Context: an optimization exercise on an open-source flow, tuned for small area, a short achievable clock period and few clock cycles per item. The choices shown serve that exercise and are no tape-out recipe. Only simulation tests tie the RTL to the original design; equivalence was not proved. No activity file was given, so power comes from the tool's default toggle rates.

===== flow/design.v =====
`default_nettype none
package dac_cfg_pkg;
    localparam int SAMPLE_W = 10;
    localparam int COE_W    = 10;
    localparam int MAX_COLS = 64;
    localparam int MAX_ROWS = 8;
    localparam int COL_W    = 6;
    localparam int ROW_W    = 3;
    localparam int ACC_W    = 26;
    localparam int DIV_W    = 5;
    localparam int DAC_W    = 10;
    localparam int DAC_MAX  = 1023;
endpackage
`default_nettype wire
`default_nettype none
package dac_bus_pkg;
    typedef struct packed {
        logic        psel;
        logic        penable;
        logic        pwrite;
        logic [15:0] paddr;
        logic [31:0] pwdata;
    } apb_req_t;
    localparam logic [1:0] REGION_CFG = 2'd0;
    localparam logic [1:0] REGION_VEC = 2'd1;
    localparam logic [1:0] REGION_COE = 2'd2;
    localparam logic [1:0] CFG_ROWS = 2'd0;
    localparam logic [1:0] CFG_COLS = 2'd1;
    localparam logic [1:0] CFG_DIV  = 2'd2;
    typedef struct packed {
        logic [1:0]  region;
        logic [11:0] rsvd;
        logic [1:0]  index;
    } cfg_addr_t;
    typedef struct packed {
        logic [1:0] region;
        logic [7:0] rsvd;
        logic [5:0] col;
    } vec_addr_t;
    typedef struct packed {
        logic [1:0] region;
        logic [4:0] rsvd;
        logic [2:0] row;
        logic [5:0] col;
    } coe_addr_t;
    typedef union packed {
        cfg_addr_t cfg;
        vec_addr_t vec;
        coe_addr_t coe;
    } apb_addr_u;
endpackage
`default_nettype wire
`default_nettype none
module sample_ram #(
    parameter int DEPTH = 64,
    parameter int WIDTH = 10
) (
    input  logic                     clk_250MHz,
    input  logic                     wen,
    input  logic [$clog2(DEPTH)-1:0] waddr,
    input  logic [WIDTH-1:0]         wdat,
    input  logic [DEPTH-1:0]         rsel,
    output logic [WIDTH-1:0]         rdat,
    output logic [WIDTH-1:0]         rdat0
);
    logic [DEPTH-1:0][WIDTH-1:0] mem;
    for (genvar i = 0; i < DEPTH; i++) begin : g_word
        always_ff @(posedge clk_250MHz) begin
            if (wen && waddr == i) begin
                mem[i] <= wdat;
            end
        end
    end
    assign rdat0 = mem[0];
    always_comb begin
        rdat = '0;
        for (int i = 0; i < DEPTH; i++) begin
            rdat = rdat | (mem[i] & {WIDTH{rsel[i]}});
        end
    end
endmodule
`default_nettype wire
`default_nettype none
import dac_cfg_pkg::*;
module mac_unit
(
    input  logic                        clk_250MHz,
    input  logic                        rst,
    input  logic                        issue,
    input  logic                        first_in,
    input  logic [SAMPLE_W-1:0]         x_in,
    input  logic [MAX_ROWS*COE_W-1:0]   y_in,
    output logic                        free,
    output logic                        busy,
    output logic                        mid,
    output logic [MAX_ROWS*ACC_W/2-1:0] sums_a,
    output logic [MAX_ROWS*ACC_W/2-1:0] sums_b
);
    localparam int LANES = MAX_ROWS / 2;
    localparam int PROD_W = SAMPLE_W + COE_W;
    logic                   half0;
    logic                   half1;
    logic                   acc0;
    logic                   acc1;
    logic                   first_op;
    logic                   first_acc;
    logic [SAMPLE_W-1:0]    x [LANES];
    logic [LANES*COE_W-1:0] y_cur;
    logic [LANES*COE_W-1:0] y_nxt;
    assign free = !half0;
    assign busy = half0 || half1 || acc0;
    assign mid  = acc1;
    always_ff @(posedge clk_250MHz) begin
        if (rst) begin
            half0 <= 1'b0;
            half1 <= 1'b0;
            acc0  <= 1'b0;
            acc1  <= 1'b0;
        end else begin
            half0 <= issue;
            half1 <= half0 && !issue;
            acc0  <= half0;
            acc1  <= half1;
        end
    end
    always_ff @(posedge clk_250MHz) begin
        if (issue) begin
            first_op <= first_in;
        end
        y_cur <= issue ? y_in[LANES*COE_W-1:0] : y_nxt;
        y_nxt <= y_in[MAX_ROWS*COE_W-1:LANES*COE_W];
        first_acc <= first_op;
    end
    for (genvar l = 0; l < LANES; l++) begin : g_lane
        logic [ACC_W-1:0]  acc_a;
        logic [ACC_W-1:0]  acc_b;
        logic [ACC_W-1:0]  base;
        logic [COE_W*PROD_W-1:0] pp;
        logic [PROD_W-1:0] ps;
        logic [PROD_W-1:0] pc;
        logic [PROD_W-1:0] prod_s;
        logic [PROD_W-1:0] prod_c;
        for (genvar i = 0; i < COE_W; i++) begin : g_pp
            assign pp[i*PROD_W +: PROD_W] = y_cur[l*COE_W + i] ? (PROD_W'(x[l]) << i) : '0;
        end
        csa_tree #(.N(COE_W), .W(PROD_W)) tree_i (
            .rows (pp),
            .sum  (ps),
            .cry  (pc)
        );
        always_ff @(posedge clk_250MHz) begin
            if (issue) begin
                x[l] <= x_in;
            end
            prod_s <= ps;
            prod_c <= pc;
        end
        assign base = first_acc ? '0 : acc_a;
        always_ff @(posedge clk_250MHz) begin
            if (acc0 || acc1) begin
                acc_a <= acc_b;
                acc_b <= base + ACC_W'(prod_s) + ACC_W'(prod_c);
            end
        end
        assign sums_a[l*ACC_W +: ACC_W] = acc_a;
        assign sums_b[l*ACC_W +: ACC_W] = acc_b;
    end
endmodule
`default_nettype wire
`default_nettype none
module csa_tree #(
    parameter int N = 10,
    parameter int W = 20
) (
    input  logic [N*W-1:0] rows,
    output logic [W-1:0]   sum,
    output logic [W-1:0]   cry
);
    localparam int G  = N / 3;
    localparam int M1 = N - G;
    logic [M1*W-1:0] nxt;
    for (genvar g = 0; g < G; g++) begin : g_fa
        logic [W-1:0] a;
        logic [W-1:0] b;
        logic [W-1:0] c;
        assign a = rows[(3*g)*W +: W];
        assign b = rows[(3*g+1)*W +: W];
        assign c = rows[(3*g+2)*W +: W];
        assign nxt[(2*g)*W +: W]   = a ^ b ^ c;
        assign nxt[(2*g+1)*W +: W] = ((a & b) | (a & c) | (b & c)) << 1;
    end
    for (genvar k = 0; k < N - 3*G; k++) begin : g_pass
        assign nxt[(2*G+k)*W +: W] = rows[(3*G+k)*W +: W];
    end
    if (M1 <= 2) begin : g_done
        assign sum = nxt[W-1:0];
        assign cry = nxt[M1*W-1 -: W];
    end else begin : g_more
        csa_tree #(.N(M1), .W(W)) next_i (
            .rows (nxt),
            .sum  (sum),
            .cry  (cry)
        );
    end
endmodule
`default_nettype wire
`default_nettype none
import dac_cfg_pkg::*;
module dac_divider
(
    input  logic                       clk_250MHz,
    input  logic                       rst,
    input  logic                       go,
    input  logic                       last,
    input  logic [ROW_W-1:0]           row,
    input  logic [MAX_ROWS*ACC_W/2-1:0] sums_a,
    input  logic [MAX_ROWS*ACC_W/2-1:0] sums_b,
    input  logic                       mid,
    input  logic [DIV_W-1:0]           divisor,
    input  logic [3*(DIV_W+3)-1:0]     neg_div,
    output logic                       done,
    output logic                       dac_en,
    output logic [ROW_W-1:0]           dac_row,
    output logic [DAC_W-1:0]           dac_sample
);
    localparam int SW = DIV_W + 3;
    logic [ACC_W-1:0] dividend;
    logic             use_b;
    logic [1:0]       lane;
    assign use_b    = row[ROW_W-1] || mid;
    assign lane     = row[1:0];
    assign dividend = use_b ? sums_b[lane*ACC_W +: ACC_W] : sums_a[lane*ACC_W +: ACC_W];
    logic [2:1]       v;
    logic [2:1]       lst;
    logic [ROW_W-1:0] rw   [1:2];
    logic [2:1]       sat;
    logic [DIV_W-1:0] rem  [1:2];
    logic [DAC_W-1:0] quo  [1:2];
    logic [DAC_W-1:0] low  [1:2];
    logic [DIV_W-1:0] r_in  [1:3];
    logic [DAC_W-1:0] q_in  [1:3];
    logic [DAC_W-1:0] l_in  [1:3];
    logic [DIV_W-1:0] r_out [1:3];
    logic [DAC_W-1:0] q_out [1:3];
    logic [DAC_W-1:0] l_out [1:3];
    assign r_in[1] = dividend[DAC_W+DIV_W-1:DAC_W];
    assign q_in[1] = '0;
    assign l_in[1] = dividend[DAC_W-1:0];
    for (genvar s = 2; s <= 3; s++) begin : g_in
        assign r_in[s] = rem[s-1];
        assign q_in[s] = quo[s-1];
        assign l_in[s] = low[s-1];
    end
    for (genvar s = 1; s <= 3; s++) begin : g_stage
        localparam int STEPS = (s == 1) ? 1 : 2;
        logic [DIV_W+1:0] t;
        logic [SW-1:0]    d1;
        logic [SW-1:0]    d2;
        logic [SW-1:0]    d3;
        always_comb begin
            r_out[s] = r_in[s];
            q_out[s] = q_in[s];
            l_out[s] = l_in[s];
            for (int i = 0; i < STEPS; i++) begin
                t  = {r_out[s], l_out[s][DAC_W-1:DAC_W-2]};
                d1 = {1'b0, t} + neg_div[0*SW +: SW];
                d2 = {1'b0, t} + neg_div[1*SW +: SW];
                d3 = {1'b0, t} + neg_div[2*SW +: SW];
                l_out[s] = {l_out[s][DAC_W-3:0], 2'b00};
                if (!d3[SW-1]) begin
                    q_out[s] = {q_out[s][DAC_W-3:0], 2'd3};
                    r_out[s] = d3[DIV_W-1:0];
                end else if (!d2[SW-1]) begin
                    q_out[s] = {q_out[s][DAC_W-3:0], 2'd2};
                    r_out[s] = d2[DIV_W-1:0];
                end else if (!d1[SW-1]) begin
                    q_out[s] = {q_out[s][DAC_W-3:0], 2'd1};
                    r_out[s] = d1[DIV_W-1:0];
                end else begin
                    q_out[s] = {q_out[s][DAC_W-3:0], 2'd0};
                    r_out[s] = t[DIV_W-1:0];
                end
            end
        end
    end
    always_ff @(posedge clk_250MHz) begin
        if (rst) begin
            v      <= '0;
            dac_en <= 1'b0;
        end else begin
            v      <= {v[1], go};
            dac_en <= v[2];
        end
        lst <= {lst[1], last};
        sat[1] <= dividend[ACC_W-1:DAC_W] >= (ACC_W-DAC_W)'(divisor);
        rw[1]  <= row;
        sat[2] <= sat[1];
        rw[2]  <= rw[1];
        for (int s = 1; s <= 2; s++) begin
            rem[s] <= r_out[s];
            quo[s] <= q_out[s];
            low[s] <= l_out[s];
        end
        dac_row    <= rw[2];
        dac_sample <= sat[2] ? DAC_W'(DAC_MAX) : q_out[3];
    end
    assign done = v[2] && lst[2];
endmodule
`default_nettype wire
`default_nettype none
import dac_cfg_pkg::*;
module mvm_ctrl
(
    input  logic                clk_250MHz,
    input  logic                rst,
    input  logic                trg,
    input  logic [ROW_W:0]      num_rows,
    input  logic [COL_W:0]      num_cols,
    input  logic                req_vec,
    input  logic                req_coe,
    input  logic [COL_W-1:0]    req_col,
    input  logic                cols_wr,
    input  logic                mac_free,
    input  logic                mac_busy,
    input  logic                div_done,
    output logic [MAX_COLS-1:0] rd_sel,
    output logic                rd_hit,
    output logic                restart,
    output logic                first_op,
    output logic                issue,
    output logic                out_go,
    output logic [ROW_W-1:0]    out_row,
    output logic                out_last,
    output logic                busy
);
    logic [COL_W:0]   sweep;
    logic [COL_W:0]   cols_eff;
    logic [ROW_W-1:0] rows_last;
    logic             cols_wr_q;
    logic             first;
    logic             sent;
    logic             commit;
    logic             drained;
    assign cols_eff  = (num_cols == '0 || num_cols > (COL_W+1)'(MAX_COLS))
                       ? (COL_W+1)'(MAX_COLS) : num_cols;
    assign rows_last = (num_rows == '0 || num_rows > (ROW_W+1)'(MAX_ROWS))
                       ? ROW_W'(MAX_ROWS - 1) : ROW_W'(num_rows - 1'b1);
    assign commit   = req_vec || req_coe;
    assign restart  = cols_wr_q || (commit && ({1'b0, req_col} < sweep));
    assign issue    = !rst && (restart || (mac_free && sweep < cols_eff));
    assign rd_hit   = restart ? (req_col == '0) : (req_col == sweep[COL_W-1:0]);
    assign first_op = restart || first;
    always_ff @(posedge clk_250MHz) begin
        if (rst) begin
            cols_wr_q <= 1'b0;
            first     <= 1'b1;
            sweep     <= '0;
            rd_sel    <= MAX_COLS'(1);
        end else begin
            cols_wr_q <= cols_wr;
            if (issue) begin
                first  <= 1'b0;
                sweep  <= restart ? (COL_W+1)'(1) : sweep + 1'b1;
                rd_sel <= restart ? MAX_COLS'(2) : {rd_sel[MAX_COLS-2:0], 1'b0};
            end
        end
    end
    assign drained  = !commit && !cols_wr_q && !mac_busy && (sweep >= cols_eff);
    assign out_go   = busy && !sent && drained;
    assign out_last = out_row == rows_last;
    always_ff @(posedge clk_250MHz) begin
        if (rst) begin
            busy    <= 1'b0;
            sent    <= 1'b0;
            out_row <= '0;
        end else begin
            if (!busy) begin
                busy    <= trg;
                sent    <= 1'b0;
                out_row <= '0;
            end else begin
                if (out_go) begin
                    out_row <= out_row + 1'b1;
                    if (out_last) begin
                        sent <= 1'b1;
                    end
                end
                if (div_done) begin
                    busy <= 1'b0;
                end
            end
        end
    end
endmodule
`default_nettype wire
`default_nettype none
import dac_cfg_pkg::*;
import dac_bus_pkg::*;
module apb_loader
(
    input  logic                   clk_250MHz,
    input  logic                   rst,
    input  dac_bus_pkg::apb_req_t  apb,
    input  logic                   engine_idle,
    output logic [31:0]            prdata,
    output logic                   pready,
    output logic                   pslverr,
    output logic                   req_vec,
    output logic                   req_coe,
    output logic [ROW_W-1:0]       req_row,
    output logic [COL_W-1:0]       req_col,
    output logic [SAMPLE_W-1:0]    req_dat,
    output logic                   cols_wr,
    output logic [ROW_W:0]         num_rows,
    output logic [COL_W:0]         num_cols,
    output logic [DIV_W-1:0]       divisor,
    output logic [3*(DIV_W+3)-1:0] neg_div
);
    dac_bus_pkg::apb_addr_u  addr;
    logic [1:0] region;
    logic       bad_addr;
    logic       wr;
    assign addr     = apb.paddr;
    assign region   = addr.cfg.region;
    assign bad_addr = (region == 2'd3) || (region == REGION_CFG && addr.cfg.index == 2'd3);
    assign pready  = apb.psel && apb.penable && engine_idle;
    assign pslverr = pready && bad_addr;
    assign wr      = pready && apb.pwrite && !bad_addr;
    assign cols_wr = wr && region == REGION_CFG && addr.cfg.index == CFG_COLS;
    always_comb begin
        prdata = '0;
        if (region == REGION_CFG) begin
            case (addr.cfg.index)
                CFG_ROWS: prdata = 32'(num_rows);
                CFG_COLS: prdata = 32'(num_cols);
                CFG_DIV:  prdata = 32'(divisor);
                default:  prdata = '0;
            endcase
        end
    end
    logic [DIV_W+2:0] div1;
    logic [DIV_W+2:0] div2;
    assign div1 = (DIV_W+3)'(apb.pwdata[DIV_W-1:0]);
    assign div2 = {div1[DIV_W+1:0], 1'b0};
    always_ff @(posedge clk_250MHz) begin
        if (rst) begin
            neg_div <= {-(DIV_W+3)'(3), -(DIV_W+3)'(2), -(DIV_W+3)'(1)};
        end else if (wr && region == REGION_CFG && addr.cfg.index == CFG_DIV) begin
            neg_div <= {-(div1 + div2), -div2, -div1};
        end
    end
    always_ff @(posedge clk_250MHz) begin
        if (rst) begin
            num_rows <= {{ROW_W{1'b0}}, 1'b1};
            num_cols <= {{COL_W{1'b0}}, 1'b1};
            divisor  <= {{(DIV_W-1){1'b0}}, 1'b1};
        end else if (wr && region == REGION_CFG) begin
            case (addr.cfg.index)
                CFG_ROWS: num_rows <= apb.pwdata[ROW_W:0];
                CFG_COLS: num_cols <= apb.pwdata[COL_W:0];
                CFG_DIV:  divisor  <= apb.pwdata[DIV_W-1:0];
                default:  ;
            endcase
        end
    end
    always_ff @(posedge clk_250MHz) begin
        if (rst) begin
            req_vec <= 1'b0;
            req_coe <= 1'b0;
        end else begin
            req_vec <= wr && region == REGION_VEC;
            req_coe <= wr && region == REGION_COE;
        end
    end
    always_ff @(posedge clk_250MHz) begin
        req_row <= addr.coe.row;
        req_col <= addr.coe.col;
        req_dat <= apb.pwdata[SAMPLE_W-1:0];
    end
endmodule
`default_nettype wire
`default_nettype none
import dac_cfg_pkg::*;
import dac_bus_pkg::*;
module matrix_dac_top
(
    input  logic          clk_250MHz,
    input  logic          rst,
    input  logic          trg,
    input  logic          psel,
    input  logic          penable,
    input  logic          pwrite,
    input  logic [15:0]   paddr,
    input  logic [31:0]   pwdata,
    output logic [31:0]   prdata,
    output logic          pready,
    output logic          pslverr,
    output logic [1:0]    state,
    output logic          dac_en,
    output logic [2:0]    dac_row,
    output logic [9:0]    dac_sample
);
    dac_bus_pkg::apb_req_t apb;
    assign apb.psel    = psel;
    assign apb.penable = penable;
    assign apb.pwrite  = pwrite;
    assign apb.paddr   = paddr;
    assign apb.pwdata  = pwdata;
    logic                        busy;
    logic                        req_vec;
    logic                        req_coe;
    logic [ROW_W-1:0]            req_row;
    logic [COL_W-1:0]            req_col;
    logic [SAMPLE_W-1:0]         req_dat;
    logic                        cols_wr;
    logic [ROW_W:0]              num_rows;
    logic [COL_W:0]              num_cols;
    logic [DIV_W-1:0]            divisor;
    logic [3*(DIV_W+3)-1:0]      neg_div;
    logic [MAX_COLS-1:0]         rd_sel;
    logic                        rd_hit;
    logic [SAMPLE_W-1:0]         vec_rdat;
    logic [MAX_ROWS*COE_W-1:0]   coe_rdat;
    logic [SAMPLE_W-1:0]         vec_rdat0;
    logic [MAX_ROWS*COE_W-1:0]   coe_rdat0;
    logic [SAMPLE_W-1:0]         vec_col;
    logic [MAX_ROWS*COE_W-1:0]   coe_col;
    logic                        restart;
    logic                        first_op;
    logic                        issue;
    logic                        mac_free;
    logic                        mac_busy;
    logic                        mac_mid;
    logic [SAMPLE_W-1:0]         mac_x;
    logic [MAX_ROWS*COE_W-1:0]   mac_y;
    logic [MAX_ROWS*ACC_W/2-1:0] sums_a;
    logic [MAX_ROWS*ACC_W/2-1:0] sums_b;
    logic                        out_go;
    logic [ROW_W-1:0]            out_row;
    logic                        out_last;
    logic                        div_done;
    assign state = {1'b0, busy};
    apb_loader loader_i (
        .clk_250MHz  (clk_250MHz),
        .rst         (rst),
        .apb         (apb),
        .engine_idle (!busy),
        .prdata      (prdata),
        .pready      (pready),
        .pslverr     (pslverr),
        .req_vec     (req_vec),
        .req_coe     (req_coe),
        .req_row     (req_row),
        .req_col     (req_col),
        .req_dat     (req_dat),
        .cols_wr     (cols_wr),
        .num_rows    (num_rows),
        .num_cols    (num_cols),
        .divisor     (divisor),
        .neg_div     (neg_div)
    );
    sample_ram #(.DEPTH(MAX_COLS), .WIDTH(SAMPLE_W)) vec_ram_i (
        .clk_250MHz (clk_250MHz),
        .wen        (req_vec),
        .waddr      (req_col),
        .wdat       (req_dat),
        .rsel       (rd_sel),
        .rdat       (vec_rdat),
        .rdat0      (vec_rdat0)
    );
    for (genvar r = 0; r < MAX_ROWS; r++) begin : g_coe
        sample_ram #(.DEPTH(MAX_COLS), .WIDTH(COE_W)) coe_ram_i (
            .clk_250MHz (clk_250MHz),
            .wen        (req_coe && req_row == ROW_W'(r)),
            .waddr      (req_col),
            .wdat       (req_dat),
            .rsel       (rd_sel),
            .rdat       (coe_rdat[r*COE_W +: COE_W]),
            .rdat0      (coe_rdat0[r*COE_W +: COE_W])
        );
    end
    assign vec_col = restart ? vec_rdat0 : vec_rdat;
    assign coe_col = restart ? coe_rdat0 : coe_rdat;
    assign mac_x   = (req_vec && rd_hit) ? req_dat : vec_col;
    for (genvar r = 0; r < MAX_ROWS; r++) begin : g_byp
        assign mac_y[r*COE_W +: COE_W] = (req_coe && rd_hit && req_row == ROW_W'(r))
                                         ? req_dat : coe_col[r*COE_W +: COE_W];
    end
    mvm_ctrl ctrl_i (
        .clk_250MHz (clk_250MHz),
        .rst        (rst),
        .trg        (trg),
        .num_rows   (num_rows),
        .num_cols   (num_cols),
        .req_vec    (req_vec),
        .req_coe    (req_coe),
        .req_col    (req_col),
        .cols_wr    (cols_wr),
        .mac_free   (mac_free),
        .mac_busy   (mac_busy),
        .div_done   (div_done),
        .rd_sel     (rd_sel),
        .rd_hit     (rd_hit),
        .restart    (restart),
        .first_op   (first_op),
        .issue      (issue),
        .out_go     (out_go),
        .out_row    (out_row),
        .out_last   (out_last),
        .busy       (busy)
    );
    mac_unit mac_i (
        .clk_250MHz (clk_250MHz),
        .rst        (rst),
        .issue      (issue),
        .first_in   (first_op),
        .x_in       (mac_x),
        .y_in       (mac_y),
        .free       (mac_free),
        .busy       (mac_busy),
        .mid        (mac_mid),
        .sums_a     (sums_a),
        .sums_b     (sums_b)
    );
    dac_divider div_i (
        .clk_250MHz (clk_250MHz),
        .rst        (rst),
        .go         (out_go),
        .last       (out_last),
        .row        (out_row),
        .sums_a     (sums_a),
        .sums_b     (sums_b),
        .mid        (mac_mid),
        .divisor    (divisor),
        .neg_div    (neg_div),
        .done       (div_done),
        .dac_en     (dac_en),
        .dac_row    (dac_row),
        .dac_sample (dac_sample)
    );
endmodule
`default_nettype wire

===== flow/run.sh =====
#!/bin/bash
# synth_recipe.tcl (not shown) runs the flow's synth.tcl, then flattens the netlist and writes it again
# the make line also repeats each setting of config.mk as NAME=value (left out here)
make -C /OpenROAD-flow-scripts/flow DESIGN_CONFIG=/design/flow/config.mk WORK_HOME=/design/flow/orfs CLKGATE_MAP_FILE= SYNTH_SCRIPT=/design/flow/synth_recipe.tcl finish

===== flow/config.mk =====
export PLATFORM = sky130hd
export DESIGN_NAME = matrix_dac_top
export DESIGN_NICKNAME = matrix_dac_top
export VERILOG_FILES = /design/flow/design.v
export SDC_FILE = /design/flow/constraint.sdc
export NUM_CORES = 4
export LEC_CHECK = 0
export CAP_MARGIN = 30
export CORE_MARGIN = 2
export CORE_UTILIZATION = 30
export CTS_BUF_LIST = sky130_fd_sc_hd__clkbuf_8
export PLACE_DENSITY = 0.5
export SETUP_SLACK_MARGIN = 5
export SLEW_MARGIN = 40
export SYNTH_MEMORY_MAX_BITS = 8192

===== flow/constraint.sdc =====
create_clock -name core_clock -period 10.0 [get_ports {clk_250MHz}]
set_input_delay 2.0000 -clock core_clock [delete_from_list [all_inputs] [get_ports {clk_250MHz}]]
set_output_delay 2.0000 -clock core_clock [all_outputs]
set_load 0.01 [all_outputs]

==> results of run 1 <==
-- registers in the layout (all words and copies together), names as in the netlist, 16 cells and up --
register             flops
g_coe.coe_ram_i.mem   5120
vec_ram_i.mem          640
mac_i.g_lane.acc_a     104
mac_i.g_lane.acc_b     104
mac_i.g_lane.prod_s     76
ctrl_i.rd_sel           64
mac_i.g_lane.prod_c     56
mac_i.y_cur             40
mac_i.y_nxt             40
loader_i.neg_div        16
-- routing by layer --
metal | vias up | routed length [um] | track usage, %
li1 | 61230 | - | -
met4 | 30 | 61480 | 12.89
met2 | 13460 | 487700 | 38.68
met5 | - | 218 | 0
met3 | 2696 | 145300 | 7.993
met1 | 86710 | 412200 | 33.47
-- through the flow --
step | cell area, um^2 | total power (W) | util, %
after floorplan | 247500 | 0.04135 | -
after detailed placement | 267200 | 0.04644 | 32.51
after CTS | 286900 | 0.06836 | 34.90
after global placement | 265800 | 0.04639 | 32.33
final | 287500 | 0.06819 | 34.98
after global routing | 287400 | 0.07152 | 34.96
-- report_power, final --
part           total, W  internal [W]  switching, W
clock network    0.0223        0.0113        0.0110
logic            0.0140       0.00566       0.00834
registers        0.0319        0.0306       0.00130
total            0.0682        0.0476        0.0206
-- layout by cell type, fill, tap and decap left out, types with 45 or more instances in the layout --
cell         n
buf_12      51
a22oi_1    902
dfxtp_4     76
nand2_1    294
nor2_1     546
inv_1      681
edfxtp_1  5979
ha_1       336
a21oi_1    242
nor2_2     104
clkbuf_8  1206
and2_1     322
buf_4      751
o21ai_0     60
dfxtp_1    318
nand2_2     45
mux2_2      77
clkinv_2    64
buf_6       48
clkinv_1   207
nand3_1    177
nor2_4     158
nor3_1      85
mux2i_1     74
a21o_1      53
xnor2_1     87
a31oi_1     55
nor4_1      65
fa_1       341
diode_2     74
a22o_1     991
a221oi_1   993
xor2_1      53
nand4_1    370
nor2b_1    131
-- area by class of cell --
class | count | area [um^2] | area share [%]
inverter | 303 | 1137 | 0.3955
clock buffer | 1206 | 16600 | 5.773
timing repair buffer | 913 | 7961 | 2.769
multi-input combinational | 6965 | 57120 | 19.87
antenna | 74 | 185.2 | 0.06440
tap | 10890 | 13620 | 4.737
sequential | 6381 | 187900 | 65.34
clock inverter | 684 | 3028 | 1.053
-- repair_timing --
action | 4_1_cts | 5_1_grt
setup buffers | 2 | 4
resized for setup | 40 | 23
pin swaps | 2 | 2
hold endpoints to repair | 0 | 0
setup endpoints to repair | 16 | 20
-- worst paths after layout --
path / from / end / slack, ns / cells after the start
worst max-delay path: psel / pslverr / 5.06 / 5
worst min-delay path: div_i.rw[1][1]$_DFF_P_ / div_i.rw[2][1]$_DFF_P_ / 0.32 / 0
worst max register to register: loader_i.req_col[2]$_DFF_P_ / mac_i.y_cur[36]$_DFF_P_ / 5.09 / 12
worst min register to register: div_i.rw[1][1]$_DFF_P_ / div_i.rw[2][1]$_DFF_P_ / 0.32 / 0
-- cell families (layout without fill, tap and decap cells) --
group | count (synthesis) | after routing | share of synthesized area, %
flip-flops | 6381 | 6381 | 75.82
buffers and inverters | 1197 | 3106 | 1.964
multiplexers | 222 | 222 | 1.156
other | 1 | 100 | 0.001516
AO/OA/AOI/OAI | 3427 | 3427 | 11.11
AND/OR/NAND/NOR | 2463 | 2463 | 4.962
adder cells (fa/ha/maj) | 677 | 677 | 4.458
XOR/XNOR | 150 | 150 | 0.5370
==> metrics.md, run 1 <==
| Metric | Value |
|---|---|
| Max-slew headroom | `28.97%` |
| Overall Global Routing Usage | `25.67%` |
| Syn Std Cell Area | `247400 um^2` |
| Setup crit start kind | `input pin` |
| Synth-to-Final Area Change | `16.21%` |
| Worst skew pair latency | `1.50 ns` |
| Max_cap viols | `0` |
| Setup ws final | `5.057 ns` |
| Row cnt | `333` |
| HP Class | `reg -> reg` |
| Sum Neg Setup Slack | `0 ns` |
| TritonCTS buffer count | `1155` |
| Synth async-reset ratio | `0%` |
| Clock transition at the registers of the reported paths | `0.06 ns` |
| WP buf/inv | `2` |
| Vias in the first global route | `151200` |
| Slew Viols, Final | `0` |
| # DRC | `0` |
| ANT nets after route | `0` |
| Global-route wire length before repair | `1437 mm` |
| Final setup viols | `0` |
| Maximum VDD drop | `0.2432 mV` |
| Root buffer cell | `clkbuf_8` |
| Antenna violations before repair | `93` |
| CP cell instances | `clkdlybuf4s50_1 > nand2_1 > nor2_4 > a21boi_2 > buf_2` |
| Starting utilization of the core area | `30.10%` |
| Vias per std cell | `5.987` |
| Final hold violations | `0` |
| H-Tree Depth | `7` |
| Syn avg cell area | `17.04 um^2` |
| EDFF count, synth | `5979` |
| Detailed Place HPWL | `648.3 mm` |
| Largest net degree at the start of global routing | `177` |
| Count leader, synth | `edfxtp_1` |
| Mapped Cells | `14520` |
| # IOs | `104` |
| Core area | `822100 um^2` |
| Ys flop type | `edfxtp_1` |
| Total Nets Final | `16450` |
| Post-synthesis sequential area ratio | `75.82%` |
| YS warnings | `16` |
| Setup CP Type | `in -> out` |
| Netlist cell types | `84` |
| CP max-delay cell | `clkdlybuf4s50_1` |
| Critical path arrival | `2.94 ns` |
| Run status | `finished clean` |
| Hold slack | `0.3247 ns` |
| P_leak | `94.75 nW` |
| Die W | `912.2 um` |
| RSZ-0062 raised after global routing | `yes` |
| Fillers | `78200` |
| Synth Register Bits | `6381` |
| Initial detailed-routing violation count | `30170` |
| CP top delay family | `buffers and inverters` |
| Die Ht | `912.2 um` |
| Fin cells | `27410` |
| Worst EP required | `8.00 ns` |
| Cell taking the most area after synthesis | `edfxtp_1` |
| WL/cell | `40.38 um` |
| Top cells by count, synth | `5979 x edfxtp_1, 994 x a221oi_1, 991 x a22o_1` |
| Period utilization | `49.43%` |
| Count of clock tree sinks | `6381` |
| GRT Residual Overflow | `0` |
| Share of cells above drive strength 1 | `17.05%` |
| Max incr delay on CP | `0.46 ns` |
| Final Wtd Congestion | `0.8769` |
| CP endpoint kind | `primary output` |
| Tmin final | `4.943 ns` |
| Area fraction of the dominant cell type after synthesis | `72.56%` |
| Final WL | `1107 mm` |
| Worst clock skew | `0.1277 ns` |
| Placed cell count | `25430` |
| Port Buffers | `50` |
| Max FO, Critical Path | `3` |
| # hold bufs at CTS | `0` |
| CTS Buffer Depth | `5` |
| Pre-Repair DR Iteration Count | `6` |
| Fmax | `202.3 MHz` |
| Pwr Density | `237.1 nW/um^2` |
| Die area | `832100 um^2` |
| CTS tree | `built` |
| Worst-Margin Slew | `1.065 ns` |
| Setup Slack @ Placement | `4.030 ns` |
| Top post-synthesis cells by area | `edfxtp_1 73%, a221oi_1 3.5%, a22o_1 3.5%` |
| Vias | `164100` |
Testbench counts, summed over its fixed seeds: cycles 9,965, runs 96.
==> inputs of run 2 (changes only) <==
--- a/flow/design.v
+++ b/flow/design.v
@@ -105,8 +105,10 @@
     logic                   first_op;
     logic                   first_acc;
     logic [SAMPLE_W-1:0]    x [LANES];
+    logic [LANES*COE_W-1:0] y_lo;
+    logic [LANES*COE_W-1:0] y_hi;
+    logic [LANES*COE_W-1:0] y_hi2;
     logic [LANES*COE_W-1:0] y_cur;
-    logic [LANES*COE_W-1:0] y_nxt;
     assign free = !half0;
     assign busy = half0 || half1 || acc0;
     assign mid  = acc1;
@@ -127,10 +129,12 @@
         if (issue) begin
             first_op <= first_in;
         end
-        y_cur <= issue ? y_in[LANES*COE_W-1:0] : y_nxt;
-        y_nxt <= y_in[MAX_ROWS*COE_W-1:LANES*COE_W];
+        y_lo  <= y_in[LANES*COE_W-1:0];
+        y_hi  <= y_in[MAX_ROWS*COE_W-1:LANES*COE_W];
+        y_hi2 <= y_hi;
         first_acc <= first_op;
     end
+    assign y_cur = half1 ? y_hi2 : y_lo;
     for (genvar l = 0; l < LANES; l++) begin : g_lane
         logic [ACC_W-1:0]  acc_a;
         logic [ACC_W-1:0]  acc_b;
==> metrics.md, run 2 <==
| Metric | Value |
|---|---|
| Run status | `finished clean` |
| Cell taking the most area after synthesis | `edfxtp_1` |
| Most common cell after layout, fill and taps aside | `edfxtp_1` |
| Worst R2R End | `mac_i.y_hi[14]$_DFF_P_` |
| HP Class | `reg -> reg` |
| Setup ws final | `5.005 ns` |
| H-Tree Depth | `7` |
| Max_cap viols | `0` |
| EDFF count, synth | `5979` |
| Fillers | `77880` |
| Setup crit start kind | `input pin` |
| Commonest cells after routing, fill and taps aside | `5979 x edfxtp_1, 1442 x a22o_1, 1439 x a221oi_1, 1198 x clkbuf_8, 753 x buf_4` |
| YS warnings | `16` |
| Critical path arrival | `2.99 ns` |
| Mapped Cells | `14360` |
| Top cells by count, synth | `5979 x edfxtp_1, 1443 x a221oi_1, 1442 x a22o_1` |
| Synth Register Bits | `6421` |
| Hold depth | `0` |
| Worst skew pair latency | `1.46 ns` |
| Overall Global Routing Usage | `25.70%` |
| Fmax | `200.2 MHz` |
| Largest net degree at the start of global routing | `180` |
| Top post-synthesis cells by area | `edfxtp_1 72%, a221oi_1 5.1%, a22o_1 5.1%` |
| # hold bufs at CTS | `0` |
| Overall power | `0.06798 W` |
| Max FFs per register | `5120` |
| Syn avg cell area | `17.27 um^2` |
| Vias per std cell | `5.990` |
| Register-to-register setup slack | `5.06 ns` |
| Setup CP Type | `in -> out` |
| Synth async-reset ratio | `0%` |
| Count leader, synth | `edfxtp_1` |
| Count of clock tree sinks | `6421` |
| Pwr Density | `235.8 nW/um^2` |
| Period utilization | `49.95%` |
| Port Buffers | `50` |
| P_leak | `94.58 nW` |
| Syn Std Cell Area | `247900 um^2` |
| Hold endpoint | `mac_i.y_hi2[14]$_DFF_P_` |
| CP endpoint kind | `primary output` |
| CTS tree | `built` |
| Initial detailed-routing violation count | `30720` |
| Area fraction of the dominant cell type after synthesis | `72.42%` |
| GRT Residual Overflow | `0` |
| Worst R2R Path Depth | `10` |
| Worst EP required | `8.00 ns` |
| Synth-to-Final Area Change | `16.27%` |
| Worst-Margin Slew | `1.107 ns` |
| Max-slew headroom | `26.18%` |
| WL/cell | `40.79 um` |
| Final setup viols | `0` |
| Netlist cell types | `82` |
| Die area | `833700 um^2` |
| RSZ-0062 raised after global routing | `yes` |
| Final WL | `1111 mm` |
| TritonCTS buffer count | `1143` |
| Maximum VDD drop | `0.2200 mV` |
| Pre-Repair DR Iteration Count | `8` |
| Max FO, Critical Path | `13` |
| Clock transition at the registers of the reported paths | `0.05 ns` |
| Die W | `913.1 um` |
| Hold path start | `mac_i.y_hi[14]$_DFF_P_` |
| CTS Buffer Depth | `5` |
| Total Nets Final | `16300` |
| Row cnt | `333` |
| Post-synthesis sequential area ratio | `75.99%` |
| Core area | `822900 um^2` |
| Ys flop type | `edfxtp_1` |
| Slew Viols, Final | `0` |
| # DRC | `0` |
| Die Ht | `913.1 um` |
| Setup Slack @ Placement | `3.977 ns` |
| # IOs | `104` |
| Worst clock skew | `0.1946 ns` |
| Global-route wire length before repair | `1442 mm` |
| Reg with most FFs | `g_coe.coe_ram_i.mem` |
| Share of cells above drive strength 1 | `17.47%` |
| Root buffer cell | `clkbuf_8` |
| Tmin final | `4.995 ns` |
| Antenna violations before repair | `90` |
| Starting utilization of the core area | `30.13%` |
| RR Startpoint | `loader_i.req_col[1]$_DFF_P_` |
| Biggest regs | `g_coe.coe_ram_i.mem: 5120 flops, vec_ram_i.mem: 640 flops` |
| Final Wtd Congestion | `0.8957` |
| Sum Neg Setup Slack | `0 ns` |
| Vias | `163100` |
| Final hold violations | `0` |
| Vias in the first global route | `151000` |
| ANT nets after route | `0` |
| Detailed Place HPWL | `649.4 mm` |
-- run 2: layout make-up --
class | count | area [um^2] | share of cell area (%)
flip-flops and latches | 6421 | 188700 | 65.46
multi-input cells | 6773 | 57210 | 19.85
clock buffers | 1198 | 16490 | 5.720
well taps | 10890 | 13620 | 4.726
repair buffers | 916 | 8060 | 2.796
clock inverters | 657 | 2839 | 0.9849
inverters | 317 | 1190 | 0.4128
diodes | 64 | 160.2 | 0.05556
-- run 2: worst max-delay path, stage by stage --
cell and delay [ns]:
buf_6 0.16, mux2i_2 0.23, nor2_1 0.06, a21oi_1 0.19, nor3_1 0.07, dlygate4sd2_1 0.29
-- run 2: worst max-delay path by stage --
stage,from,endpoint,slack [ns],cells past startpoint
finish,paddr[1],prdata[1],5.01,6
global route,div_i.low[1][9]$_DFF_P_,div_i.rem[2][4]$_DFF_P_,4.81,19
CTS,loader_i.req_col[1]$_DFF_P_,mac_i.y_hi[14]$_DFF_P_,5.01,10
detailed placement,paddr[1],prdata[3],3.98,5
global placement,paddr[1],prdata[4],3.98,5
floorplan,paddr[0],prdata[4],5.09,4
-- run 2: cells by family (layout without fill, tap and decap cells) --
group | count (synthesis) | count (layout) | synth area share (%)
AND/OR/NAND/NOR | 2273 | 2273 | 4.556
buffers and inverters | 1186 | 3088 | 1.843
XOR/XNOR | 138 | 138 | 0.4875
other | 1 | 90 | 0.001513
AO/OA/AOI/OAI | 3440 | 3440 | 11.57
adder cells (fa/ha/maj) | 677 | 677 | 4.449
multiplexers | 219 | 219 | 1.105
flip-flops | 6421 | 6421 | 75.99
-- run 2: metrics by stage --
stage	util, %	instance area [um^2]	std cells	hold WS, ns
final	35.03	288300	27230	0.3211
after global routing	35.01	288100	27170	0.3205
after CTS	34.94	287500	27150	0.3049
after detailed placement	32.58	268100	25290	0.3121
after global placement	32.42	266800	25270	0.3115
after floorplan	-	248100	14380	0.3096
-- run 2: power by group --
group          switching [W]  leakage [nW]  internal, W
logic                0.00865          25.8      0.00560
clock network         0.0110          11.3       0.0112
registers           0.000888          57.5       0.0307
total                 0.0205          94.6       0.0475
-- run 2: per-layer routing --
metal	track usage, %	share of wire (%)	vias up
met5	0	0.032	-
met4	12.99	5.9	44
met3	8.343	13	2748
met2	38.53	44	13420
met1	33.44	37	85900
li1	-	-	61020
-- run 2: timing repair --
item	CTS	global route
gates resized for setup	48	23
setup buffers	8	2
pin swaps	6	2
setup endpoints to repair	24	18
Testbench counts of run 2, summed over its fixed seeds: cycles 9,965, runs 96.
==> inputs of run 3 (changes only) <==
--- a/flow/config.mk
+++ b/flow/config.mk
@@ -7,9 +7,9 @@
 export LEC_CHECK = 0
 export CAP_MARGIN = 30
 export CORE_MARGIN = 2
-export CORE_UTILIZATION = 30
+export CORE_UTILIZATION = 40
 export CTS_BUF_LIST = sky130_fd_sc_hd__clkbuf_8
-export PLACE_DENSITY = 0.5
+export PLACE_DENSITY = 0.6
 export SETUP_SLACK_MARGIN = 5
 export SLEW_MARGIN = 40
 export SYNTH_MEMORY_MAX_BITS = 8192
==> metrics.md, run 3 <==
| Metric | Value |
|---|---|
| CTS Buffer Depth | `4` |
| CP endpoint kind | `flop` |
| Detailed Place HPWL | `590.4 mm` |
| Core area | `618300 um^2` |
| ANT nets after route | `0` |
| Hold endpoint | `mac_i.y_hi2[18]$_DFF_P_` |
| RSZ-0062 raised after global routing | `yes` |
| Port Buffers | `50` |
| Tmin final | `4.942 ns` |
| Initial detailed-routing violation count | `32140` |
| Vias per std cell | `6.729` |
| Global-route wire length before repair | `1339 mm` |
| Die W | `791.3 um` |
| Hold path start | `mac_i.y_hi[18]$_DFF_P_` |
| TritonCTS buffer count | `957` |
| Top post-synthesis cells by area | `edfxtp_1 72%, a221oi_1 5.1%, a22o_1 5.1%` |
| Final core occ | `45.74%` |
| Mapped Cells | `14360` |
| Synth-to-Final Area Change | `14.07%` |
| Syn avg cell area | `17.27 um^2` |
| Overall power | `0.06635 W` |
| Top cells by count, synth | `5979 x edfxtp_1, 1443 x a221oi_1, 1442 x a22o_1` |
| P_leak | `92.96 nW` |
| Worst skew pair latency | `1.53 ns` |
| Antenna violations before repair | `66` |
| Share of cells above drive strength 1 | `16.63%` |
| YS warnings | `16` |
| # hold bufs at CTS | `0` |
| Reg with most FFs | `g_coe.coe_ram_i.mem` |
| Cell taking the most area after synthesis | `edfxtp_1` |
| EDFF count, synth | `5979` |
| Switching part of the total | `30.40%` |
| Maximum VDD drop | `0.2171 mV` |
| Max_cap viols | `0` |
| Worst-Margin Slew | `1.035 ns` |
| HP Class | `reg -> reg` |
| Most common cell after layout, fill and taps aside | `edfxtp_1` |
| Run status | `finished clean` |
| # DRC | `0` |
| Overall Global Routing Usage | `31.53%` |
| Commonest cells after routing, fill and taps aside | `5979 x edfxtp_1, 1443 x a221oi_1, 1442 x a22o_1, 1005 x clkbuf_8, 688 x inv_1` |
| Largest net degree at the start of global routing | `192` |
| Sequential share of power | `47.4%` |
| Starting utilization of the core area | `40.10%` |
| Fillers | `53000` |
| WL/cell | `42.15 um` |
| Die area | `626100 um^2` |
| GRT Residual Overflow | `0` |
| Worst EP required | `11.22 ns` |
| Post-synthesis sequential area ratio | `75.99%` |
| Count of clock tree sinks | `6421` |
| H-Tree Depth | `6` |
| Vias in the first global route | `148600` |
| Final WL | `1021 mm` |
| # IOs | `104` |
| Synth Register Bits | `6421` |
| Worst R2R Path Depth | `11` |
| Row cnt | `289` |
| Total Nets Final | `15940` |
| Final Wtd Congestion | `0.9390` |
| RR Startpoint | `mac_i.half1$_SDFF_PP0_` |
| Setup crit start kind | `flop` |
| Max FFs per register | `5120` |
| Internal | `0.04618 W` |
| Hold depth | `0` |
| Syn Std Cell Area | `247900 um^2` |
| Sum Neg Setup Slack | `0 ns` |
| Worst clock skew | `0.1883 ns` |
| Ys flop type | `edfxtp_1` |
| Pre-Repair DR Iteration Count | `7` |
| Final hold violations | `0` |
| Fmax | `202.4 MHz` |
| Biggest regs | `g_coe.coe_ram_i.mem: 5120 flops, vec_ram_i.mem: 640 flops` |
| Worst R2R End | `mac_i.g_lane[2].prod_s[11]$_DFF_P_` |
| Power share of the clock group | `30.9%` |
| Switch Pwr | `0.02017 W` |
| Count leader, synth | `edfxtp_1` |
| Pwr Density | `234.6 nW/um^2` |
| Die Ht | `791.3 um` |
| Critical path arrival | `6.16 ns` |
| Clock transition at the registers of the reported paths | `0.07 ns` |
| Setup CP Type | `reg -> reg` |
| Root buffer cell | `clkbuf_8` |
| Max-slew headroom | `30.51%` |
| Max FO, Critical Path | `30` |
| Vias | `163000` |
| Netlist cell types | `82` |
| Comb pwr share | `21.7%` |
| Synth async-reset ratio | `0%` |
| Slew Viols, Final | `0` |
| Area fraction of the dominant cell type after synthesis | `72.42%` |
| Period utilization | `49.42%` |
| Final setup viols | `0` |
| Register-to-register setup slack | `5.06 ns` |
| CTS tree | `built` |
-- run 3: cell types whose count changed in the layout (fill, tap and decap cells not counted), sizes merged --
cell           change
clkbuf           -192
buf              -176
clkinv            +61
bufinv            +17
inv               +16
clkinvlp           +5
diode              -4
clkdlybuf4s15      +2
dlygate4sd2        -1
-- run 3: through the flow --
| stage | worst slack (ns) | hold slack, ns | instance area (um^2) | instances |
|---|---|---|---|---|
| 2_1_floorplan | 5.092 | 0.3096 | 248100 | 14380 |
| 3_3_place_gp | 4.103 | 0.3123 | 262400 | 22380 |
| 5_1_grt | 4.963 | 0.3289 | 282700 | 24170 |
| 3_5_place_dp | 4.057 | 0.3121 | 264400 | 22380 |
| 6_report | 5.058 | 0.3076 | 282800 | 24220 |
| 4_1_cts | 5.013 | 0.3113 | 282200 | 24150 |
-- run 3: cell type report --
type                            count  area (um^2)  share of cell area (%)
Sequential cell                  6421       188700                   66.71
Multi-Input combinational cell   6773        58180                   20.57
Clock buffer                     1004        13820                   4.886
Tap cell                         8148        10190                   3.605
Timing Repair Buffer              743         6639                   2.347
Clock inverter                    756         3964                   1.402
Inverter                          317         1190                  0.4207
Antenna cell                       60        150.1                 0.05309
-- run 3: metal layers --
metal	part of all wire [%]	track usage, %	vias up
met2	42	45.13	16130
met3	17	12.65	3452
met5	0.070	0.1984	-
met4	7.7	19.34	38
met1	34	40.08	82970
li1	-	-	60400
-- run 3: power groups by stage --
stage               sequential (W)  clock, W  combinational (W)
finish                      0.0315    0.0205             0.0144
global route                0.0315    0.0215             0.0162
CTS                         0.0314    0.0204             0.0144
detailed placement          0.0320         0             0.0142
global placement            0.0320         0             0.0141
floorplan                   0.0318         0            0.00938
-- run 3: worst max path at each step --
stage	slack [ns]	startpoint	cells after the start	end
after floorplan	5.09	paddr[0]	4	prdata[4]
after global placement	4.10	paddr[1]	5	prdata[4]
after detailed placement	4.06	paddr[0]	5	prdata[2]
after CTS	5.01	paddr[14]	5	prdata[5]
after global routing	4.96	loader_i.neg_div[16]$_SDFFE_PP0P_	20	div_i.rem[2][4]$_DFF_P_
final	5.06	mac_i.half1$_SDFF_PP0_	11	mac_i.g_lane[2].prod_s[11]$_DFF_P_
-- run 3: timing repair --
| action | 4_1_cts | 5_1_grt |
|---|---|---|
| gates cloned | 0 | 0 |
| setup endpoints to repair | 22 | 19 |
| gates resized for setup | 49 | 18 |
| pin swaps | 4 | 3 |
| setup buffers | 4 | 2 |
-- run 3: kinds of logic after synthesis --
| logic type | share of synthesized area, % |
|---|---|
| flops | 75.99 |
| compound gates | 11.57 |
| simple gates | 4.556 |
| buf+inv | 1.843 |
| fa+ha+maj | 4.449 |
| mux | 1.105 |
| xor+xnor | 0.4875 |
| other cells | 0.001513 |
-- run 3: critical path, cell delays in order (launching register included) --
cell     delay (ns)
dfxtp_4        0.60
buf_6          0.53
mux2_2         0.82
nand2_1        0.17
fa_1           0.54
inv_1          0.06
fa_1           0.52
inv_1          0.05
fa_1           0.48
inv_1          0.05
fa_1           0.50
fa_1           0.41
==> inputs of run 4 (changes only) <==
--- a/flow/config.mk
+++ b/flow/config.mk
@@ -8,7 +8,9 @@
 export CAP_MARGIN = 30
 export CORE_MARGIN = 2
 export CORE_UTILIZATION = 40
-export CTS_BUF_LIST = sky130_fd_sc_hd__clkbuf_8
+export CTS_BUF_LIST = sky130_fd_sc_hd__clkbuf_16
+export CTS_CLUSTER_DIAMETER = 80
+export CTS_CLUSTER_SIZE = 24
 export PLACE_DENSITY = 0.6
 export SETUP_SLACK_MARGIN = 5
 export SLEW_MARGIN = 40
==> metrics.md, run 4 <==
| Metric | Value |
|---|---|
| Max-slew headroom | `28.50%` |
| HP Class | `reg -> reg` |
| Overall Global Routing Usage | `31.14%` |
| DP Area | `264400 um^2` |
| Tmin final | `4.936 ns` |
| Synth Area in Simple Gates | `4.556%` |
| Top post-synthesis cells by area | `edfxtp_1 72%, a221oi_1 5.1%, a22o_1 5.1%` |
| Die W | `791.3 um` |
| Initial detailed-routing violation count | `33160` |
| Commonest cells after routing, fill and taps aside | `5979 x edfxtp_1, 1443 x a221oi_1, 1442 x a22o_1, 584 x buf_4, 423 x inv_1` |
| XOR/XNOR Fraction of Synth Area | `0.4875%` |
| Mux contribution to synthesized area | `1.105%` |
| Compound-Gate Fraction of Synth Area | `11.57%` |
| Adder-Cell Fraction of Synth Area | `4.449%` |
| Mapped Cells | `14360` |
| # IOs | `104` |
| Max_cap viols | `0` |
| Syn avg cell area | `17.27 um^2` |
| CP top delay family | `buffers and inverters` |
| Detailed Place HPWL | `590.4 mm` |
| Synth async-reset ratio | `0%` |
| Final setup viols | `0` |
| H-Tree Depth | `5` |
| Sum Neg Setup Slack | `0 ns` |
| Core area | `618300 um^2` |
| Worst-Margin Slew | `1.063 ns` |
| EDFF count, synth | `5979` |
| Ys flop type | `edfxtp_1` |
| Top cells by count, synth | `5979 x edfxtp_1, 1443 x a221oi_1, 1442 x a22o_1` |
| WL/cell | `43.95 um` |
| P_leak | `87.47 nW` |
| Area fraction of the dominant cell type after synthesis | `72.42%` |
| Final WL | `1008 mm` |
| Total Nets Final | `15310` |
| Die area | `626100 um^2` |
| Synth Register Bits | `6421` |
| Row cnt | `289` |
| Setup CP Type | `in -> out` |
| Period utilization | `49.36%` |
| RSZ-0062 raised after global routing | `yes` |
| Largest family of logic cells by synthesized area | `compound AO/OA/AOI/OAI gates` |
| Register-to-register setup slack | `5.10 ns` |
| Post-synthesis sequential area ratio | `75.99%` |
| Synth-to-Final Area Change | `10.65%` |
| Most common cell after layout, fill and taps aside | `edfxtp_1` |
| Worst EP required | `8.00 ns` |
| Max FO, Critical Path | `13` |
| Root buffer cell | `clkbuf_16` |
| Netlist cell types | `82` |
| Fmax | `202.6 MHz` |
| CTS tree | `built` |
| Global-route wire length before repair | `1318 mm` |
| YS warnings | `16` |
| Vias | `157800` |
| Clock transition at the registers of the reported paths | `0.09 ns` |
| Cell taking the most area after synthesis | `edfxtp_1` |
| TritonCTS buffer count | `319` |
| CTS Buffer Depth | `4` |
| Share of cells above drive strength 1 | `12.63%` |
| Max FFs per register | `5120` |
| Count leader, synth | `edfxtp_1` |
| Worst clock skew | `0.1430 ns` |
| Reg with most FFs | `g_coe.coe_ram_i.mem` |
| Final core occ | `44.37%` |
| Final hold violations | `0` |
| CP cell instances | `buf_6 > mux2i_1 > nor2_1 > a21oi_1 > nor3_2 > clkdlybuf4s15_1` |
| Critical path arrival | `2.94 ns` |
| Syn Std Cell Area | `247900 um^2` |
| Pre-Repair DR Iteration Count | `8` |
| Setup crit start kind | `input pin` |
| Final Wtd Congestion | `0.9390` |
| Largest net degree at the start of global routing | `192` |
| Antenna violations before repair | `64` |
| Vias per std cell | `6.881` |
| Count of clock tree sinks | `6421` |
| CP endpoint kind | `primary output` |
| # DRC | `0` |
| Die Ht | `791.3 um` |
| Biggest regs | `g_coe.coe_ram_i.mem: 5120 flops, vec_ram_i.mem: 640 flops` |
| CP max-delay cell | `clkdlybuf4s15_1` |
| Slew Viols, Final | `0` |
| ANT nets after route | `0` |
| Starting utilization of the core area | `40.10%` |
| WP buf/inv | `2` |
| Worst skew pair latency | `1.11 ns` |
| GRT Residual Overflow | `0` |
| Run status | `finished clean` |
| Max incr delay on CP | `0.23 ns` |
| Maximum VDD drop | `0.2145 mV` |
| Post-route cell area | `274300 um^2` |
| Pwr Density | `221.5 nW/um^2` |
| Vias in the first global route | `142800` |
| Port Buffers | `50` |
run 4: cell counts after synthesis:
No cell type changed its count.
run 4: power by group:
part / switching (W) / internal, W / total [W]
sequential: 0.000753 / 0.0307 / 0.0314
clock: 0.00882 / 0.00618 / 0.0150
combinational: 0.00878 / 0.00554 / 0.0143
total: 0.0184 / 0.0424 / 0.0608
run 4: cells by family after synthesis:
group                    Yosys count
AO/OA/AOI/OAI                   3440
adder cells (fa/ha/maj)          677
XOR/XNOR                         138
buffers and inverters           1186
multiplexers                     219
other                              1
AND/OR/NAND/NOR                 2273
flip-flops                      6421
run 4: cell type report:
type	instances	area, um^2
Sequential cell	6421	188700
Multi-Input combinational cell	6773	58190
Inverter	317	1190
Antenna cell	44	110.1
Tap cell	8148	10190
Timing Repair Buffer	742	6624
Clock inverter	161	1072
Fill cell	53290	344000
Clock buffer	331	8283
run 4: worst reg2reg max path, cell delays in order (launching register included):
cell and delay (ns):
dfxtp_4 0.61, buf_6 0.55, mux2_2 0.84, nand2_1 0.18, fa_1 0.54, inv_1 0.06, fa_1 0.52, inv_1 0.05
fa_1 0.47, inv_1 0.05, fa_1 0.49, fa_1 0.40
run 4: stage by stage:
step	hold slack [ns]	setup slack [ns]	cells	total power, W
after global placement	0.3123	4.103	22380	0.04608
after global routing	0.3202	4.937	22900	0.06340
after CTS	0.3086	5.013	22880	0.06062
final	0.3150	5.064	22940	0.06075
after detailed placement	0.3121	4.057	22380	0.04624
after floorplan	0.3096	5.092	14380	0.04118
run 4: path summary, 6_finish.rpt:
kind	from	to	cells after the start
max reg2reg	mac_i.half1$_SDFF_PP0_	mac_i.g_lane[2].prod_s[11]$_DFF_P_	11
max	paddr[1]	prdata[0]	6
min reg2reg	mac_i.y_hi[36]$_DFF_P_	mac_i.y_hi2[36]$_DFF_P_	0
min	mac_i.y_hi[36]$_DFF_P_	mac_i.y_hi2[36]$_DFF_P_	0
run 4: routing by layer:
metal / wire length (um) / GRT usage [%] / up-vias / part of all wire [%]
met5: 495 / 0.09155 / - / 0.049
met4: 78280 / 18.56 / 56 / 7.8
met2: 421500 / 44.75 / 14840 / 42
met3: 166700 / 11.69 / 3062 / 17
met1: 341100 / 40.21 / 81340 / 34
li1: - / - / 58520 / -
run 4: what timing repair did:
action                                  in CTS  in global routing
setup buffers                                4                  2
endpoints found under the setup margin      21                 19
pin swaps                                    4                  3
hold buffers                                 0                  0
resized for setup                           49                 18
==> inputs of run 5 (changes only) <==
--- a/flow/config.mk
+++ b/flow/config.mk
@@ -7,11 +7,11 @@
 export LEC_CHECK = 0
 export CAP_MARGIN = 30
 export CORE_MARGIN = 2
-export CORE_UTILIZATION = 40
+export CORE_UTILIZATION = 30
 export CTS_BUF_LIST = sky130_fd_sc_hd__clkbuf_16
 export CTS_CLUSTER_DIAMETER = 80
 export CTS_CLUSTER_SIZE = 24
-export PLACE_DENSITY = 0.6
+export PLACE_DENSITY = 0.5
 export SETUP_SLACK_MARGIN = 5
 export SLEW_MARGIN = 40
 export SYNTH_MEMORY_MAX_BITS = 8192
==> metrics.md, run 5 <==
| Metric | Value |
|---|---|
| Run status | `finished clean` |
| Worst skew pair latency | `1.13 ns` |
| Worst clock skew | `0.1099 ns` |
| Row cnt | `333` |
| Slew Viols, Final | `0` |
| Critical path arrival | `2.98 ns` |
| Internal | `0.04334 W` |
| Port Buffers | `50` |
| Commonest cells after routing, fill and taps aside | `5979 x edfxtp_1, 1442 x a22o_1, 1439 x a221oi_1, 752 x buf_4, 435 x nor2_1` |
| Hold endpoint | `mac_i.y_hi2[32]$_DFF_P_` |
| Worst-Margin Slew | `1.342 ns` |
| Clock transition at the registers of the reported paths | `0.09 ns` |
| Sequential share of power | `50.6%` |
| RR Startpoint | `div_i.low[1][9]$_DFF_P_` |
| TritonCTS buffer count | `351` |
| Starting utilization of the core area | `30.13%` |
| Synth-to-Final Area Change | `12.98%` |
| Synth Register Bits | `6421` |
| Vias per std cell | `6.086` |
| Worst R2R Path Depth | `19` |
| Area fraction of the dominant cell type after synthesis | `72.42%` |
| Count of clock tree sinks | `6421` |
| Setup Slack @ Placement | `3.977 ns` |
| WL/cell | `42.19 um` |
| Top cells by count, synth | `5979 x edfxtp_1, 1443 x a221oi_1, 1442 x a22o_1` |
| Setup CP Type | `in -> out` |
| Biggest regs | `g_coe.coe_ram_i.mem: 5120 flops, vec_ram_i.mem: 640 flops` |
| RSZ-0062 raised after global routing | `yes` |
| Comb pwr share | `22.8%` |
| EDFF count, synth | `5979` |
| Antenna violations before repair | `96` |
| ANT nets after route | `0` |
| HP Class | `reg -> reg` |
| Hold depth | `0` |
| Overall Global Routing Usage | `25.17%` |
| Share of cells above drive strength 1 | `13.79%` |
| Top post-synthesis cells by area | `edfxtp_1 72%, a221oi_1 5.1%, a22o_1 5.1%` |
| Syn avg cell area | `17.27 um^2` |
| Syn Std Cell Area | `247900 um^2` |
| Initial detailed-routing violation count | `29830` |
| Max FFs per register | `5120` |
| Vias | `158100` |
| Tmin final | `4.984 ns` |
| CTS tree | `built` |
| Fillers | `77930` |
| Overall power | `0.06242 W` |
| Global-route wire length before repair | `1417 mm` |
| Period utilization | `49.84%` |
| Worst R2R End | `div_i.rem[2][4]$_DFF_P_` |
| Maximum VDD drop | `0.2179 mV` |
| Switching part of the total | `30.57%` |
| Reg with most FFs | `g_coe.coe_ram_i.mem` |
| Max_cap viols | `0` |
| Switch Pwr | `0.01908 W` |
| GRT Residual Overflow | `0` |
| Power share of the clock group | `26.7%` |
| Setup crit start kind | `input pin` |
| Vias in the first global route | `143800` |
| Worst EP required | `8.00 ns` |
| Cell taking the most area after synthesis | `edfxtp_1` |
| H-Tree Depth | `5` |
| YS warnings | `16` |
| # IOs | `104` |
| Synth async-reset ratio | `0%` |
| Final Wtd Congestion | `0.8957` |
| Ys flop type | `edfxtp_1` |
| Root buffer cell | `clkbuf_16` |
| Sum Neg Setup Slack | `0 ns` |
| P_leak | `88.88 nW` |
| Die area | `833700 um^2` |
| CTS Buffer Depth | `4` |
| Post-synthesis sequential area ratio | `75.99%` |
| Detailed Place HPWL | `649.4 mm` |
| Pwr Density | `222.9 nW/um^2` |
| Final setup viols | `0` |
| CP endpoint kind | `primary output` |
| Core area | `822900 um^2` |
| Die Ht | `913.1 um` |
| Fmax | `200.6 MHz` |
| Final hold violations | `0` |
| Max-slew headroom | `10.54%` |
| Register-to-register setup slack | `5.12 ns` |
| Final WL | `1096 mm` |
| Mapped Cells | `14360` |
| Total Nets Final | `15510` |
| Setup ws final | `5.016 ns` |
| Largest net degree at the start of global routing | `180` |
| Max FO, Critical Path | `13` |
| # DRC | `0` |
| Most common cell after layout, fill and taps aside | `edfxtp_1` |
| # hold bufs at CTS | `0` |
| Die W | `913.1 um` |
| Hold path start | `mac_i.y_hi[32]$_DFF_P_` |
| Netlist cell types | `82` |
| Count leader, synth | `edfxtp_1` |
| Pre-Repair DR Iteration Count | `6` |
-- run 5: cell counts after synthesis --
Identical to the previous run, type by type.
-- run 5: logic make-up after synthesis --
| group | Yosys count | synth area share, % |
|---|---|---|
| XOR/XNOR | 138 | 0.4875 |
| AO/OA/AOI/OAI | 3440 | 11.57 |
| adder cells (fa/ha/maj) | 677 | 4.449 |
| buffers and inverters | 1186 | 1.843 |
| multiplexers | 219 | 1.105 |
| flip-flops | 6421 | 75.99 |
| other | 1 | 0.001513 |
| AND/OR/NAND/NOR | 2273 | 4.556 |
-- run 5: routing by layer --
layer | global-route usage [%] | share of wire (%) | wire length (um)
met4 | 11.87 | 5.8 | 63220
met1 | 33.52 | 37 | 409700
met5 | 0 | 0.042 | 460
met3 | 7.080 | 13 | 143300
met2 | 38.07 | 44 | 479200
-- run 5: repair_timing --
| action | CTS | global route |
|---|---|---|
| gates cloned | 0 | 0 |
| pin swaps | 6 | 2 |
| gates resized for setup | 48 | 26 |
| setup buffers | 8 | 2 |
| endpoints found under the setup margin | 31 | 22 |
-- run 5: how the worst max path moves through the flow --
| stage | start | slack [ns] | to | depth (start not counted) |
|---|---|---|---|---|
| finish | paddr[1] | 5.02 | prdata[1] | 6 |
| global route | div_i.low[1][9]$_DFF_P_ | 4.83 | div_i.rem[2][4]$_DFF_P_ | 19 |
| CTS | loader_i.neg_div[10]$_SDFFE_PP0P_ | 5.01 | div_i.rem[2][4]$_DFF_P_ | 19 |
| detailed placement | paddr[1] | 3.98 | prdata[3] | 5 |
| global placement | paddr[1] | 3.98 | prdata[4] | 5 |
| floorplan | paddr[0] | 5.09 | prdata[4] | 4 |
-- run 5: power by group through the flow --
stage	clock network, W	logic, W	registers (W)
finish	0.0166	0.0142	0.0316
global route	0.0175	0.0162	0.0316
CTS	0.0166	0.0143	0.0315
detailed placement	0	0.0142	0.0321
global placement	0	0.0141	0.0321
floorplan	0	0.00938	0.0318
-- run 5: per-stage QoR --
stage          cell area (um^2)  hold slack, ns  utilization [%]  cells
2_1_floorplan            248100          0.3096                -  14380
5_1_grt                  279900          0.3266            34.02  25900
6_report                 280100          0.3135            34.04  25970
3_3_place_gp             266800          0.3115            32.42  25270
4_1_cts                  279300          0.3178            33.94  25870
3_5_place_dp             268100          0.3121            32.58  25290
-- run 5: layout make-up --
| cell class | instances | area [um^2] | share of cell area (%) |
|---|---|---|---|
| tap | 10890 | 13620 | 4.863 |
| sequential | 6421 | 188700 | 67.36 |
| clock inverter | 223 | 2210 | 0.7889 |
| antenna | 77 | 192.7 | 0.06879 |
| clock buffer | 356 | 8909 | 3.180 |
| inverter | 317 | 1190 | 0.4248 |
| timing repair buffer | 918 | 8078 | 2.884 |
| multi-input combinational | 6773 | 57210 | 20.43 |
-- run 5: critical path: stages --
cell	delay, ns
buf_6	0.16
mux2i_2	0.22
nor2_1	0.06
a21oi_1	0.18
nor3_1	0.07
dlygate4sd2_1	0.29

[re-timing with driven ports]
The flow's constraints put no driver on any port. The routed layouts listed below were extracted and timed again, unchanged, in two steps.
Step 1: set_driving_cell puts a clkbuf_16 on clk_250MHz and a buf_2 on each other input, an assumption about the parent block.
Step 2 moves the port delays by t, midway between the first and last clock arrival at a register: inputs arrive t later, outputs are due t later. That takes back most of the time a late clock gives input paths.
Slacks: ideal / step 1 / step 2; pairs: ideal / step 1.
run	t, ns	setup slack, ns	worst hold slack (ns)	pins driven straight from the clock port
run 1	1.573	5.057 / 5.020 / 5.020	0.325 / 0.325 / 0.325	1
run 2	1.512	5.005 / 4.965 / 4.965	0.321 / 0.321 / 0.321	1
run 3	1.574	5.058 / 5.025 / 5.025	0.308 / 0.308 / 0.308	1
run 4	1.160	5.064 / 5.018 / 5.018	0.315 / 0.315 / 0.315	1
run 5	1.212	5.016 / 4.975 / 4.975	0.314 / 0.314 / 0.314	1
After both steps every run listed still meets setup and hold. For run 4, which loses most, drivers alone change the setup slack by -0.046 ns; drivers and shift together by -0.046 ns.
